Context: an optimization exercise on an open-source flow, tuned for small area, a short achievable clock period and few clock cycles. The choices shown serve that exercise and are no tape-out recipe. The RTL was checked by simulation tests, not by an equivalence proof against the original design.

==> 09-15: inputs <==
==> flow/design.v (excerpt) <==
module uop_frontend #(
    parameter int xlen = 32
) (
    input  logic                 clk,
    input  logic                 reset,
    input  logic                 instr_valid,
    input  isa_pkg::instr_word_u instr,
    output logic                 instr_ready,
    output logic                 wb_valid,
    output uop_pkg::reg_idx_t    wb_reg,
    output logic [xlen-1:0]      wb_data
);
    localparam int MB = 8;              
    localparam int ND = MB / 2;         
    logic [31:0] rf [1:15];
    logic [31:0] opa, opb;              
    logic [31:0] pc;                    
    logic        ex_wr;                 
    logic        ex_mul;                
    logic        ex_cap;                
    logic [4:0]  ex_step;               
    logic [3:0]  ex_mbyte;              
    logic        ex_arith, ex_sub, ex_and, ex_or, ex_xor, ex_sll, ex_srl;
    logic        fwd_a, fwd_b;          
    logic [3:0]  ex_rd;
    logic        ready_q;
    assign instr_ready = ready_q;
    logic [31:0] w;
    assign w = instr;
    logic [6:0] d_opc, d_f7;
    logic [2:0] d_f3;
    logic [4:0] d_rd, d_rs1, d_rs2;
    assign d_opc = w[6:0];
    assign d_rd  = w[11:7];
    assign d_f3  = w[14:12];
    assign d_rs1 = w[19:15];
    assign d_rs2 = w[24:20];
    assign d_f7  = w[31:25];
    logic d_rtype, d_itype;
    logic d_add, d_sub, d_and, d_or, d_xor, d_mul, d_sll, d_srl, d_any, d_wr;
    always_comb begin
        d_rtype = d_opc == 7'b0110011 && !d_rd[4] && !d_rs1[4] && !d_rs2[4];
        d_itype = d_opc == 7'b0010011 && !d_rd[4] && !d_rs1[4];
  ...
clock: 8.5 ns
lec_check: 0
abc_area: 1
cap_margin: 20
core_margin: 2
core_utilization: 55
cts_buf_list: sky130_fd_sc_hd__clkbuf_4 sky130_fd_sc_hd__clkbuf_8
setup_slack_margin: 5
slew_margin: 20
run.sh (not shown) runs the stock make flow with config.mk's settings and CLKGATE_MAP_FILE= SYNTH_SCRIPT=/design/flow/synth_recipe.tcl, a recipe that flattens the netlist after the stock synthesis.
==> 04-23: changes against 09-15 <==
--- a/flow/design.v
+++ b/flow/design.v
@@ -116,43 +116,44 @@
         d_sll = d_itype && d_f7 == 7'b0000000 && d_f3 == 3'b001;
         d_srl = d_itype && d_f7 == 7'b0000000 && d_f3 == 3'b101;
         d_any = d_add | d_sub | d_and | d_or | d_xor | d_mul | d_sll | d_srl;
         d_wr  = d_any && d_rd[3:0] != 4'd0;
     end
     logic acc;
     assign acc = instr_valid & ready_q;
+    logic [31:0] rd1, rd2;
+    always_comb begin
+        rd1 = '0;
+        rd2 = '0;
+        for (int i = 1; i < 16; i++) begin
+            rd1 = rd1 | ({32{d_rs1[3:0] == 4'(i)}} & rf[i]);
+            rd2 = rd2 | ({32{d_rs2[3:0] == 4'(i)}} & rf[i]);
+        end
+    end
     logic byp_a, byp_b;    
     logic nfw_a, nfw_b;    
     assign byp_a = wb_valid && wb_reg[3:0] == d_rs1[3:0];
     assign byp_b = wb_valid && wb_reg[3:0] == d_rs2[3:0];
-    logic [15:1] wen;
-    always_comb for (int i = 1; i < 16; i++) wen[i] = wb_valid && wb_reg[3:0] == 4'(i);
-    logic [31:0] rd1, rd2;
-    always_comb begin
-        rd1 = {32{byp_a}} & wb_data;
-        rd2 = {32{byp_b}} & wb_data;
-        for (int i = 1; i < 16; i++) begin
-            rd1 = rd1 | ({32{d_rs1[3:0] == 4'(i) && !wen[i]}} & rf[i]);
-            rd2 = rd2 | ({32{d_rs2[3:0] == 4'(i) && !wen[i]}} & rf[i]);
-        end
-    end
     assign nfw_a = ex_wr && ex_rd == d_rs1[3:0] && d_rs1[3:0] != 4'd0;
     assign nfw_b = ex_wr && ex_rd == d_rs2[3:0] && d_rs2[3:0] != 4'd0 && !d_itype;
-    logic [31:0] a, b, bx, sum, lres, shl, shr, sres;
+    logic [31:0] a, b, bx, sum, lres, shin, shr, shrev, sres;
     logic        fin;                  
     assign a  = fwd_a ? wb_data : opa;
     assign b  = ({32{fwd_b}} & wb_data) | ({32{fin}} & pc) | ({32{~fwd_b & ~fin}} & opb);
     logic [32:0] sum33;
     assign bx = b ^ {32{ex_sub}};
     assign sum33 = {a, 1'b1} + {bx, ex_sub};
     assign sum = sum33[32:1];
     assign lres = ({32{ex_and}} & (a & b)) | ({32{ex_or}} & (a | b)) | ({32{ex_xor}} & (a ^ b));
-    assign shl = a << opb[4:0];
-    assign shr = a >> opb[4:0];
-    assign sres = ({32{ex_sll}} & shl) | ({32{ex_srl}} & shr);
+    always_comb begin
+        for (int i = 0; i < 32; i++) shin[i] = ex_sll ? a[31-i] : a[i];
+        shr = shin >> opb[4:0];
+        for (int i = 0; i < 32; i++) shrev[i] = shr[31-i];
+    end
+    assign sres = ({32{ex_sll}} & shrev) | ({32{ex_srl}} & shr);
     logic                negc;       
     logic [MB:0]         bsrc;       
     logic [ND-1:0]       bneg, bone, btwo;    
     logic [ND-1:0][31:0] bm;
     logic [31:0]         mask;       
     logic [5:0][31:0]    rows;
     logic                first;
@@ -176,30 +177,30 @@
     end
     logic [31:0] ms, mc;
     csa_tree6 t (.r(rows), .s(ms), .c(mc));
     logic last_step, mdone;
     assign mdone = (opb[31:MB-1] == '0 || opb[31:MB-1] == '1) && !bneg[ND-1];
     assign last_step = ex_mul && !ex_cap && mdone;
     logic [31:0] opb_ld;
-    assign opb_ld = d_itype ? {{20{w[31]}}, w[31:20]} : rd2;
+    assign opb_ld = d_itype ? {{20{w[31]}}, w[31:20]} : (byp_b ? wb_data : rd2);
     always_comb begin
         if (ready_q)     bsrc = {opb_ld[MB-1:0], 1'b0};
         else if (ex_cap) bsrc = {fwd_b ? wb_data[MB-1:0] : opb[MB-1:0], 1'b0};
         else             bsrc = opb[2*MB-1:MB-1];
     end
     always_ff @(posedge clk) begin
         for (int j = 0; j < ND; j++) begin
             bneg[j] <= bsrc[2*j+2] & ~(bsrc[2*j+1] & bsrc[2*j]);
             bone[j] <= bsrc[2*j+1] ^ bsrc[2*j];
             btwo[j] <= (bsrc[2*j+2] & ~bsrc[2*j+1] & ~bsrc[2*j]) | (~bsrc[2*j+2] & bsrc[2*j+1] & bsrc[2*j]);
         end
     end
     always_ff @(posedge clk) begin
         if (ready_q) begin
-            opa <= rd1;
+            opa <= byp_a ? wb_data : rd1;
             opb <= opb_ld;
         end else if (ex_mul) begin
             if (ex_cap) begin
                 if (fwd_a) opa <= wb_data;
                 if (fwd_b) opb <= wb_data;
             end else begin
                 opa <= opa << MB;
@@ -263,15 +264,15 @@
     end
     always_ff @(posedge clk) begin
         wb_reg  <= {1'b0, ex_rd};
         wb_data <= ({32{ex_mul & ~ex_cap}} & ms) | ({32{ex_arith}} & sum) | lres | sres;
     end
     always_ff @(posedge clk) begin
         for (int i = 1; i < 16; i++) begin
-            if (wen[i]) rf[i] <= wb_data;
+            if (wb_valid && wb_reg[3:0] == 4'(i)) rf[i] <= wb_data;
         end
     end
 endmodule
 module csa_row (
     input  logic [31:0] x,
     input  logic [31:0] y,
     input  logic [31:0] z,
Settings changed: ABC_AREA 1 to default, CORE_UTILIZATION 55 to 40, PLACE_DENSITY from default to 0.75.
==> 11-02: changes against 09-15 <==
--- a/flow/design.v
+++ b/flow/design.v
@@ -76,15 +76,15 @@
     output uop_pkg::reg_idx_t    wb_reg,
     output logic [xlen-1:0]      wb_data
 );
     localparam int MB = 8;              
     localparam int ND = MB / 2;         
     logic [31:0] rf [1:15];
     logic [31:0] opa, opb;              
-    logic [31:0] pc;                    
+    logic [31:0] ps, pc;                
     logic        ex_wr;                 
     logic        ex_mul;                
     logic        ex_cap;                
     logic [4:0]  ex_step;               
     logic [3:0]  ex_mbyte;              
     logic        ex_arith, ex_sub, ex_and, ex_or, ex_xor, ex_sll, ex_srl;
     logic        fwd_a, fwd_b;          
@@ -116,43 +116,43 @@
         d_sll = d_itype && d_f7 == 7'b0000000 && d_f3 == 3'b001;
         d_srl = d_itype && d_f7 == 7'b0000000 && d_f3 == 3'b101;
         d_any = d_add | d_sub | d_and | d_or | d_xor | d_mul | d_sll | d_srl;
         d_wr  = d_any && d_rd[3:0] != 4'd0;
     end
     logic acc;
     assign acc = instr_valid & ready_q;
+    logic [31:0] rd1, rd2;
+    always_comb begin
+        rd1 = '0;
+        rd2 = '0;
+        for (int i = 1; i < 16; i++) begin
+            rd1 = rd1 | ({32{d_rs1[3:0] == 4'(i)}} & rf[i]);
+            rd2 = rd2 | ({32{d_rs2[3:0] == 4'(i)}} & rf[i]);
+        end
+    end
     logic byp_a, byp_b;    
     logic nfw_a, nfw_b;    
     assign byp_a = wb_valid && wb_reg[3:0] == d_rs1[3:0];
     assign byp_b = wb_valid && wb_reg[3:0] == d_rs2[3:0];
-    logic [15:1] wen;
-    always_comb for (int i = 1; i < 16; i++) wen[i] = wb_valid && wb_reg[3:0] == 4'(i);
-    logic [31:0] rd1, rd2;
-    always_comb begin
-        rd1 = {32{byp_a}} & wb_data;
-        rd2 = {32{byp_b}} & wb_data;
-        for (int i = 1; i < 16; i++) begin
-            rd1 = rd1 | ({32{d_rs1[3:0] == 4'(i) && !wen[i]}} & rf[i]);
-            rd2 = rd2 | ({32{d_rs2[3:0] == 4'(i) && !wen[i]}} & rf[i]);
-        end
-    end
     assign nfw_a = ex_wr && ex_rd == d_rs1[3:0] && d_rs1[3:0] != 4'd0;
     assign nfw_b = ex_wr && ex_rd == d_rs2[3:0] && d_rs2[3:0] != 4'd0 && !d_itype;
-    logic [31:0] a, b, bx, sum, lres, shl, shr, sres;
-    logic        fin;                  
+    logic [31:0] a, b, bx, sum, lres, shin, shr, shrev, sres;
     assign a  = fwd_a ? wb_data : opa;
-    assign b  = ({32{fwd_b}} & wb_data) | ({32{fin}} & pc) | ({32{~fwd_b & ~fin}} & opb);
+    assign b  = fwd_b ? wb_data : opb;
     logic [32:0] sum33;
     assign bx = b ^ {32{ex_sub}};
     assign sum33 = {a, 1'b1} + {bx, ex_sub};
     assign sum = sum33[32:1];
     assign lres = ({32{ex_and}} & (a & b)) | ({32{ex_or}} & (a | b)) | ({32{ex_xor}} & (a ^ b));
-    assign shl = a << opb[4:0];
-    assign shr = a >> opb[4:0];
-    assign sres = ({32{ex_sll}} & shl) | ({32{ex_srl}} & shr);
+    always_comb begin
+        for (int i = 0; i < 32; i++) shin[i] = ex_sll ? a[31-i] : a[i];
+        shr = shin >> opb[4:0];
+        for (int i = 0; i < 32; i++) shrev[i] = shr[31-i];
+    end
+    assign sres = ({32{ex_sll}} & shrev) | ({32{ex_srl}} & shr);
     logic                negc;       
     logic [MB:0]         bsrc;       
     logic [ND-1:0]       bneg, bone, btwo;    
     logic [ND-1:0][31:0] bm;
     logic [31:0]         mask;       
     logic [5:0][31:0]    rows;
     logic                first;
@@ -167,51 +167,52 @@
             for (int j = 0; j < ND - 1; j++) begin
                 if (MB * s + 2 * j < 32)
                     rows[j+1][MB*s+2*j] = rows[j+1][MB*s+2*j] | (bneg[j] & ex_step[s]);
             end
             if (s > 0 && MB * s - 2 < 32)
                 rows[0][MB*s-2] = rows[0][MB*s-2] | (negc & ex_step[s]);
         end
-        rows[ND]   = first ? 32'd0 : wb_data;
+        rows[ND]   = first ? 32'd0 : ps;
         rows[ND+1] = first ? 32'd0 : pc;
     end
     logic [31:0] ms, mc;
     csa_tree6 t (.r(rows), .s(ms), .c(mc));
     logic last_step, mdone;
     assign mdone = (opb[31:MB-1] == '0 || opb[31:MB-1] == '1) && !bneg[ND-1];
     assign last_step = ex_mul && !ex_cap && mdone;
     logic [31:0] opb_ld;
-    assign opb_ld = d_itype ? {{20{w[31]}}, w[31:20]} : rd2;
-    always_comb begin
-        if (ready_q)     bsrc = {opb_ld[MB-1:0], 1'b0};
+    assign opb_ld = d_itype ? {{20{w[31]}}, w[31:20]} : (byp_b ? wb_data : rd2);
+    always_comb begin
+        if (ready_q)     bsrc = {byp_b ? wb_data[MB-1:0] : rd2[MB-1:0], 1'b0};    
         else if (ex_cap) bsrc = {fwd_b ? wb_data[MB-1:0] : opb[MB-1:0], 1'b0};
         else             bsrc = opb[2*MB-1:MB-1];
     end
     always_ff @(posedge clk) begin
         for (int j = 0; j < ND; j++) begin
             bneg[j] <= bsrc[2*j+2] & ~(bsrc[2*j+1] & bsrc[2*j]);
             bone[j] <= bsrc[2*j+1] ^ bsrc[2*j];
             btwo[j] <= (bsrc[2*j+2] & ~bsrc[2*j+1] & ~bsrc[2*j]) | (~bsrc[2*j+2] & bsrc[2*j+1] & bsrc[2*j]);
         end
     end
     always_ff @(posedge clk) begin
         if (ready_q) begin
-            opa <= rd1;
+            opa <= byp_a ? wb_data : rd1;
             opb <= opb_ld;
         end else if (ex_mul) begin
             if (ex_cap) begin
                 if (fwd_a) opa <= wb_data;
                 if (fwd_b) opb <= wb_data;
             end else begin
-                opa <= opa << MB;
-                opb <= {{MB{opb[31]}}, opb[31:MB]};
+                opa <= mdone ? ms : opa << MB;
+                opb <= mdone ? mc : {{MB{opb[31]}}, opb[31:MB]};
             end
         end
     end
     always_ff @(posedge clk) begin
+        ps    <= ms;
         pc    <= mc;
         negc  <= bneg[ND-1];
     end
     always_ff @(posedge clk) begin
         if (reset) begin
             ex_wr   <= 1'b0;
             ex_mul  <= 1'b0;
@@ -229,23 +230,22 @@
                 ready_q <= 1'b1;
             end
         end else begin
             ex_wr <= 1'b0;
         end
     end
     always_ff @(posedge clk) begin
-        fin      <= ~ready_q & last_step;
         ex_arith <= ready_q ? (d_add | d_sub) : last_step;
         ex_sub   <= ready_q & d_sub;
         ex_and   <= ready_q & d_and;
         ex_or    <= ready_q & d_or;
         ex_xor   <= ready_q & d_xor;
         ex_sll   <= ready_q & d_sll;
         ex_srl   <= ready_q & d_srl;
-        fwd_a    <= ready_q ? nfw_a : 1'b1;
+        fwd_a    <= ready_q & nfw_a;
         fwd_b    <= ready_q & nfw_b;
     end
     always_ff @(posedge clk) begin
         if (ready_q) begin
             ex_rd    <= d_rd[3:0];
             ex_step  <= 5'b00001;
             ex_mbyte <= 4'b1111;
@@ -259,19 +259,19 @@
             wb_valid <= 1'b0;
         end else begin
             wb_valid <= ex_wr & ~ex_mul;
         end
     end
     always_ff @(posedge clk) begin
         wb_reg  <= {1'b0, ex_rd};
-        wb_data <= ({32{ex_mul & ~ex_cap}} & ms) | ({32{ex_arith}} & sum) | lres | sres;
+        wb_data <= ({32{ex_arith}} & sum) | lres | sres;
     end
     always_ff @(posedge clk) begin
         for (int i = 1; i < 16; i++) begin
-            if (wen[i]) rf[i] <= wb_data;
+            if (wb_valid && wb_reg[3:0] == 4'(i)) rf[i] <= wb_data;
         end
     end
 endmodule
 module csa_row (
     input  logic [31:0] x,
     input  logic [31:0] y,
     input  logic [31:0] z,
Settings changed: ABC_AREA 1 to default, CORE_UTILIZATION 55 to 40, CTS_BUF_LIST sky130_fd_sc_hd__clkbuf_4 sky130_fd_sc_hd__clkbuf_8 to default.
==> notes.md <==
Between 11-02 and 04-23, the lower critical path depth is in 11-02 (gap 5).
Final cell count: 09-15 is larger than 11-02 (24%).
Sequential share of layout area: 11-02 > 09-15 > 04-23.
In 09-15 the final area is smaller than in 04-23, by 0.38%.
Of 11-02 and 04-23, 04-23 has the higher clock-buffer cell count (gap 62).
The lowest worst setup slack belongs to 09-15, the highest to 04-23.
Of 09-15 and 11-02, 09-15 has the higher wire length (gap 11%, measured against 11-02).
Synthesized area: 09-15 > 11-02 > 04-23.
Testbench counts of 09-15, summed over its fixed seeds: cycles 15,585.
Testbench counts of 04-23, summed over its fixed seeds: cycles 15,585.
Testbench counts of 11-02, summed over its fixed seeds: cycles 15,585.

what the ideal ports hide:
No port has a modelled driver above. Below, the same layouts with a new extraction and two added sets of constraints. Step 1, drivers: a clkbuf_16 drives clk and a buf_2 each remaining input, both assumed. Step 2 adds t to the input delays and takes it off the output delays; t is the mean of the earliest and latest rising clock arrival at the registers after step 1. Input paths then give back, and output paths get back, about the clock's delay inside the block. Slacks: ideal ports / drivers / drivers and shift; pairs: ideal ports / drivers.
run | t (ns) | setup WS [ns] | worst setup path at the end | worst register clock-pin slew, ns
09-15 | 0.836 | 4.785 / 4.785 / 4.242 | input to register | 0.08 / 0.08
04-23 | 0.818 | 4.815 / 4.815 / 4.175 | input to register | 0.08 / 0.08
11-02 | 0.715 | 4.800 / 4.800 / 4.226 | input to register | 0.07 / 0.07
After both steps every run listed still meets setup and hold. For 04-23, which loses most, drivers alone change the setup slack by 0.000 ns; drivers and shift together by -0.640 ns.
